This is an optimization exercise on Yosys and OpenROAD, whose aim is small area and few clock cycles per item, not a production implementation. The RTL was checked by simulation tests, not by an equivalence proof against the original design.

==> flow/design.v <==
package rhc_pkg;
  localparam int unsigned HUE_FRAC_DEF = 6;
  localparam int unsigned ANG_BITS     = 16;
  localparam int unsigned CORDIC_STEPS = 18;
  localparam int unsigned XW           = 28;
  localparam int unsigned AW           = 26;
  localparam int unsigned ZW           = 25;
  localparam logic [16:0] SQRT3_Q16    = 17'd113512;
  localparam logic [17:0] RECIP3_Q19   = 18'd174763;
  localparam logic [16:0] SAT_TWICE    = 17'd131070;
  typedef logic signed [XW-1:0] cw_t;
  typedef logic signed [AW-1:0] ang_t;
  typedef struct packed {
    logic gray;
    logic vneg;
    logic uneg;
  } side_t;
  localparam logic [18*23-1:0] ATAN_Q16 = {
    23'd29,
    23'd57,
    23'd115,
    23'd229,
    23'd458,
    23'd917,
    23'd1833,
    23'd3667,
    23'd7334,
    23'd14668,
    23'd29335,
    23'd58666,
    23'd117304,
    23'd234379,
    23'd466945,
    23'd919879,
    23'd1740967,
    23'd2949120
  };
endpackage
import rhc_pkg::*;
module rgb_to_hsi_convert #(
  parameter int unsigned HUE_FRAC_BITS = rhc_pkg::HUE_FRAC_DEF
) (
  input  logic        clk,
  input  logic        rst_n,
  input  logic        in_tvalid,
  output logic        in_tready,
  input  logic [23:0] in_tdata,    
  output logic        out_tvalid,
  input  logic        out_tready,
  output logic [47:0] out_tdata    
);
  localparam int unsigned NST  = 8;
  localparam int unsigned SH   = ANG_BITS - HUE_FRAC_BITS;
  localparam logic [ZW-1:0] HALF   = ZW'((64'd1 << SH) >> 1);
  localparam logic [ZW-1:0] GRAY   = ZW'(64'd360 << HUE_FRAC_BITS);
  localparam logic [ZW-1:0] FULL   = ZW'(64'd360 << ANG_BITS);
  localparam logic [ZW-1:0] HALFTN = ZW'(64'd180 << ANG_BITS);
  localparam rhc_pkg::ang_t RIGHT  = AW'(64'd90 << ANG_BITS);
  logic [NST-1:0] vld_r;
  logic           adv;
  assign adv        = !vld_r[NST-1] || out_tready;
  assign in_tready  = adv;
  assign out_tvalid = vld_r[NST-1];
  always_ff @(posedge clk) begin
    if (!rst_n) begin
      vld_r <= '0;
    end else if (adv) begin
      vld_r <= {vld_r[NST-2:0], in_tvalid};
    end
  end
  logic [7:0]        red, green, blue, mx, mn;
  logic [9:0]        sum;
  logic signed [10:0] vv;
  logic signed [8:0]  uu;
  logic [9:0]        av;
  logic [7:0]        au;
  logic [24:0]       yprod;
  assign red   = in_tdata[7:0];
  assign green = in_tdata[15:8];
  assign blue  = in_tdata[23:16];
  always_comb begin
    mx = red;
    mn = red;
    if (green > mx) mx = green;
    if (blue > mx)  mx = blue;
    if (green < mn) mn = green;
    if (blue < mn)  mn = blue;
    sum   = 10'(red) + 10'(green) + 10'(blue);
    vv    = $signed({2'b0, red, 1'b0}) - $signed({3'b0, green}) - $signed({3'b0, blue});
    uu    = $signed({1'b0, green}) - $signed({1'b0, blue});
    av    = vv[10] ? 10'(-vv) : 10'(vv);
    au    = uu[8] ? 8'(-uu) : 8'(uu);
    yprod = 25'(au) * 25'(SQRT3_Q16);
  end
  logic [2:0]  sb_r [0:NST-2];    
  rhc_pkg::cw_t         cx_r [0:6];
  rhc_pkg::cw_t         cy_r [0:6];
  rhc_pkg::ang_t        ca_r [0:6];
  logic [9:0]  a1_r [0:1];
  logic [9:0]  b1_r [0:1];
  logic [9:0]  a2_r [0:1];
  logic [9:0]  b2_r [0:1];
  logic [17:0] nint_r;
  logic [35:0] iprod_r;
  logic [19:0] p1_r, p2_r;
  always_ff @(posedge clk) begin
    if (adv) begin
      sb_r[0]  <= {mx == mn, vv[10], uu[8]};
      cx_r[0]  <= XW'({2'b0, av, 16'h0});
      cy_r[0]  <= XW'({3'b0, yprod});
      ca_r[0]  <= '0;
      a1_r[0]  <= 10'({mx, 1'b0}) + 10'(mx) - sum;
      b1_r[0]  <= 10'd765 - sum;
      a2_r[0]  <= sum - 10'({mn, 1'b0}) - 10'(mn);
      b2_r[0]  <= sum;
      nint_r   <= 18'(sum) * 18'd257 + 18'd1;
      for (int k = 1; k < NST - 1; k++) begin
        sb_r[k] <= sb_r[k-1];
      end
      a1_r[1]  <= a1_r[0];
      b1_r[1]  <= b1_r[0];
      a2_r[1]  <= a2_r[0];
      b2_r[1]  <= b2_r[0];
      p1_r     <= 20'(a1_r[0]) * 20'(b2_r[0]);
      p2_r     <= 20'(a2_r[0]) * 20'(b1_r[0]);
      iprod_r  <= 36'(nint_r) * 36'(RECIP3_Q19);
    end
  end
  for (genvar gs = 0; gs < 6; gs++) begin : g_cordic
    rhc_pkg::cw_t  x, y, xo;
    rhc_pkg::ang_t a;
    always_comb begin
      x = cx_r[gs];
      y = cy_r[gs];
      a = ca_r[gs];
      for (int j = 0; j < 3; j++) begin
        xo = x;
        if (!y[XW-1]) begin
          x = x + (y >>> (gs * 3 + j));
          y = y - (xo >>> (gs * 3 + j));
          a = a + AW'(ATAN_Q16[23 * (gs * 3 + j) +: 23]);
        end else begin
          x = x - (y >>> (gs * 3 + j));
          y = y + (xo >>> (gs * 3 + j));
          a = a - AW'(ATAN_Q16[23 * (gs * 3 + j) +: 23]);
        end
      end
    end
    always_ff @(posedge clk) begin
      if (adv) begin
        cx_r[gs+1] <= x;
        cy_r[gs+1] <= y;
        ca_r[gs+1] <= a;
      end
    end
  end
  logic [26:0] rm_r [0:4];
  logic [15:0] qt_r [0:4];
  logic [10:0] dd_r [0:4];
  logic        cl_r [0:4];
  logic [15:0] it_r [0:4];
  logic [9:0]  na, nb;
  always_comb begin
    if (p1_r >= p2_r) begin
      na = a1_r[1];
      nb = b1_r[1];
    end else begin
      na = a2_r[1];
      nb = b2_r[1];
    end
  end
  always_ff @(posedge clk) begin
    if (adv) begin
      rm_r[0] <= 27'(na) * 27'(SAT_TWICE) + 27'(nb);
      qt_r[0] <= '0;
      dd_r[0] <= {nb, 1'b0};
      cl_r[0] <= na >= nb;
      it_r[0] <= iprod_r[34:19];
      for (int k = 1; k < 5; k++) begin
        dd_r[k] <= dd_r[k-1];
        cl_r[k] <= cl_r[k-1];
        it_r[k] <= it_r[k-1];
      end
    end
  end
  for (genvar gd = 0; gd < 4; gd++) begin : g_div
    logic [26:0] rem;
    logic [15:0] q;
    always_comb begin
      rem = rm_r[gd];
      q   = qt_r[gd];
      for (int j = 0; j < 4; j++) begin
        if (rem >= (27'(dd_r[gd]) << (15 - (gd * 4 + j)))) begin
          rem = rem - (27'(dd_r[gd]) << (15 - (gd * 4 + j)));
          q[15 - (gd * 4 + j)] = 1'b1;
        end
      end
    end
    always_ff @(posedge clk) begin
      if (adv) begin
        rm_r[gd+1] <= rem;
        qt_r[gd+1] <= q;
      end
    end
  end
  rhc_pkg::ang_t          ac;
  logic [ZW-1:0] z, h;
  logic [14:0]   hue_r;
  logic [15:0]   sat_r, int_r;
  always_comb begin
    ac = ca_r[6];
    if (ac[AW-1]) ac = '0;
    if (ac > RIGHT) ac = RIGHT;
    if (!sb_r[6][1] && !sb_r[6][0]) begin
      z = ZW'(ac);
    end else if (sb_r[6][1] && !sb_r[6][0]) begin
      z = HALFTN - ZW'(ac);
    end else if (sb_r[6][1]) begin
      z = HALFTN + ZW'(ac);
    end else begin
      z = FULL - ZW'(ac);
    end
    if (z >= FULL) z = z - FULL;
    h = (z + HALF) >> SH;
    if (h >= GRAY) h = GRAY - ZW'(1);
  end
  always_ff @(posedge clk) begin
    if (adv) begin
      hue_r <= sb_r[6][2] ? GRAY[14:0] : h[14:0];
      sat_r <= sb_r[6][2] ? 16'd0 : (cl_r[4] ? 16'hFFFF : qt_r[4]);
      int_r <= it_r[4];
    end
  end
  assign out_tdata = {1'b0, int_r, sat_r, hue_r};
endmodule
==> flow/run.sh <==
#!/bin/bash
# synth_recipe.tcl (not shown) runs the flow's synth.tcl, then flattens the netlist and writes it again
# the make line also repeats each setting of config.mk as NAME=value (left out here)
make -C /OpenROAD-flow-scripts/flow DESIGN_CONFIG=/design/flow/config.mk WORK_HOME=/design/flow/orfs CLKGATE_MAP_FILE= SYNTH_SCRIPT=/design/flow/synth_recipe.tcl finish
==> flow/config.mk <==
export PLATFORM = sky130hd
export DESIGN_NAME = rgb_to_hsi_convert
export DESIGN_NICKNAME = rgb_to_hsi_convert
export VERILOG_FILES = /design/flow/design.v
export SDC_FILE = /design/flow/constraint.sdc
export NUM_CORES = 4
export LEC_CHECK = 0
export CAP_MARGIN = 20
export CORE_MARGIN = 2
export CORE_UTILIZATION = 40
export SLEW_MARGIN = 20
==> flow/constraint.sdc <==
create_clock -name core_clock -period 12.5 [get_ports {clk}]
set_input_delay 2.5000 -clock core_clock [delete_from_list [all_inputs] [get_ports {clk}]]
set_output_delay 2.5000 -clock core_clock [all_outputs]
set_load 0.01 [all_outputs]
==> results.cfg <==
[run_status]
outcome = finished clean

[sta]
finalMaxSlewViolations = 0
finalSetupTns_ps = 0
clock_skew_ps = 93.8
period_needed_ps = 11830
setup_ws_ps = 671
fin_crit_sh_pct = 94.6
setup-violations-final = 0
max_slew_margin_pct = 28.5
hold_viol = 0
timing.hold.ws_ps = 375
worst_slew_pin_slew_ps = 1070
fmax_ghz = 0.0845

[drt]
first_pass_iters = 6
wl_mm = 325
routed_wire_length_per_instance_um = 17.0
wl_met3_mm = 12.0
routed_via_density = 5.40
drt_iter0_drc = 6447
dr.max_layer_used = met4
ant_nets = 0
drc_errors = 0
vias = 104000
route.met2.wl_mm = 153
wl_met1_mm = 153

[yosys]
async_flop_share_pct = 0
synthCells = 14700
ys.flop_type = edfxtp_1
yosys.area.top_type_share_pct = 22.1
synth.avg_cell_area_um2 = 8.65
synth_edf_count = 933
syn_nets = 17000
synth.cell_area_um2 = 127000
synth.area.top_cells = edfxtp_1 (22%), ha_1 (19%), xnor2_1 (8.7%)
synth-seq-area-share_pct = 22.2
yosys.cell_types.count = 106
yosysWarnings = 14
yosysTopAreaCell = edfxtp_1
synth-seq-cells = 941

[layout]
nFillCells = 31300
area_growth_pct = 9.23
postLayoutCoreUtil_pct = 44.0
fin_cells = 19200
stdcell_area_um2 = 139000
drive_gt1_share_pct = 5.20
nets = 17300

[floorplan]
rows = 206
die_h_um = 567
io_pins = 78
die_w_um = 567
start_util_pct = 40.3
floorplan.die_area_um2 = 322000
core_area_um2 = 315000

[worst_setup_path]
crit_required_ps = 13070
worst-path-buf-inv = 4
cp_slowest_cell = edfxtp_1
path_max_fanout = 12
critPathLaunchType = flop
cpMostUsedCell = a21oi_1
worst-path-stages = 55
worstSetupEndpoint = cy_r[3][27]
r2r-start = cx_r[2][7]
worstPathArrival_ps = 12400
r2r-end = cy_r[3][27]
crit_type = reg -> reg
cp_slowest_stage_delay_ps = 440
cp_top_family = compound AO/OA/AOI/OAI gates
crit_start = cx_r[2][7]
r2r_setup_slack_ps = 670
end_kind = flop
ff2ff_path_depth = 55

[placed_design]
detailed_place.area_um2 = 134000
port_buffers = 76
gp_congestion = 0.937
place_inst = 18900
hpwl_mm = 268
pre_cts_ws_ps = 30.8

[min_path]
hp-class = reg -> reg

[grt]
grtUsageTotal_pct = 19.7
grt_overflow = 0
grt_max_degree = 151
grt_pass1_wl_mm = 523
grt_pass1_vias = 99000
antenna_found_initial = 9

[job]
maxCapViolCount = 0

[cts]
clk_path_buf_depth = 4
ctsHoldBuffers = 0
cts.reportedPaths.clkPinSlew_ps = 60
tritoncts = yes
cts_root_buf = clkbuf_16
cts_sinks = 941
cts_made_buffers = 118
insertion_delay_ps = 910
htree_levels = 3
[worst register-to-register path, delay by kind of cell (launching register included)]
kind	cells	cell delay, ps
compound gates	36	7640
simple gates	7	1170
fa+ha+maj	3	840
xor+xnor	5	780
buf+inv	4	670
flops	1	440
[cells in the mapped netlist, types with 23 or more instances]
cell	number
edfxtp_1	933
and2_1	168
nor2b_1	219
xnor2_1	1263
nor3b_1	29
nand4b_1	23
nand2b_1	197
a21boi_0	123
mux2_2	70
buf_1	28
a41oi_1	25
nand3b_1	40
or4_1	45
o41ai_1	64
nor3_1	420
o21ai_0	792
a31o_2	27
inv_1	1318
xor2_1	545
a211oi_1	101
nand4_1	74
a211o_1	30
o31ai_1	85
o211ai_1	60
a21o_1	327
a31oi_1	109
o21a_1	226
nor4b_1	32
o2111ai_1	29
or3_1	129
fa_1	400
or2_2	78
a21oi_1	1140
and3_1	117
nor2_1	1401
nand2_1	927
ha_1	1913
o21bai_1	177
o31a_1	35
mux2i_1	78
nor4_1	110
nand3_1	257
clkbuf_1	193
[layer usage]
layer  up-vias  GRT usage, %
met2      1709          33.7
met5         -             0
met4         0          4.66
met3       350          1.53
li1      52800             -
met1     48700          26.8
[registers in the layout, indices dropped and copies added (netlist names), 21 cells and up]
name / flops
cy_r: 161
cx_r: 149
ca_r: 135
rm_r: 108
it_r: 80
qt_r: 40
dd_r: 36
sb_r: 21
[how the worst min path moves through the flow]
stage | end | slack, ps | cells after the start | start
after floorplan | cl_r[1] | 400 | 0 | cl_r[0]
after global placement | qt_r[4][4] | 400 | 0 | qt_r[3][4]
after detailed placement | cl_r[4] | 400 | 0 | cl_r[3]
after CTS | dd_r[2][6] | 360 | 0 | dd_r[1][6]
after global routing | dd_r[2][6] | 370 | 0 | dd_r[1][6]
final | dd_r[2][6] | 380 | 0 | dd_r[1][6]
[cells by family (layout without fill, tap and decap cells)]
logic type               Yosys count  after routing  synth area share, %
AND/OR/NAND/NOR                 4320           4320                 16.4
AO/OA/AOI/OAI                   3594           3594                 17.9
adder cells (fa/ha/maj)         2313           2313                 25.2
XOR/XNOR                        1811           1811                 12.5
buffers and inverters           1559           1892                 4.63
flip-flops                       941            941                 22.2
multiplexers                     150            150                 1.25
other                              1              3              0.00295
[layout make-up]
class                      instances  area (um^2)  area share (%)
antenna                            2         5.00         0.00361
clock buffer                     138         3050            2.20
clock inverter                    76          785           0.565
inverter                        1329         5010            3.61
multi-input combinational      12200        93600            67.4
sequential                       941        28200            20.3
tap                             4160         5200            3.75
timing repair buffer             349         2950            2.12
[what timing repair did]
| item | in CTS | in global routing |
|---|---|---|
| resized for setup | 1 | 152 |
| setup buffers | 0 | 21 |
| setup endpoints to repair | 1 | 141 |
| pin swaps | 0 | 17 |
[cells in the final DEF (no fill, tap or decap), types with 225 or more instances in the layout]
master    count
xor2_1      542
a21oi_1    1124
ha_1       1913
o21a_1      225
nand2_1     926
nor2_1     1398
edfxtp_1    933
inv_1      1314
a21o_1      327
buf_4       258
nor3_1      410
nand3_1     257
xnor2_1    1255
fa_1        400
o21ai_0     763
Testbench counts, summed over its fixed seeds: cycles 16,064, items 16,000.

==> separate check: timing with driven ports <==
How much do the figures lean on ideal ports? The routed layout below was timed once more, with nothing changed but the port constraints.
Step 1 assumes that a clkbuf_16 drives the clock port and a buf_2 every other input.
Step 2 also shifts input and output timing later by t, the mid clock arrival at the registers, as if the neighbouring blocks saw the same clock.
a / b / c = ideal / step 1 / step 2; a / b = the first two.
shift t [ns]: 0.966
setup WS [ns]: 0.671 / 0.671 / 0.671
hold WS [ns]: 0.375 / 0.375 / 0.375
After both steps this run still meets setup and hold. For this run, drivers alone change the setup slack by 0.000 ns; drivers and shift together by 0.000 ns.
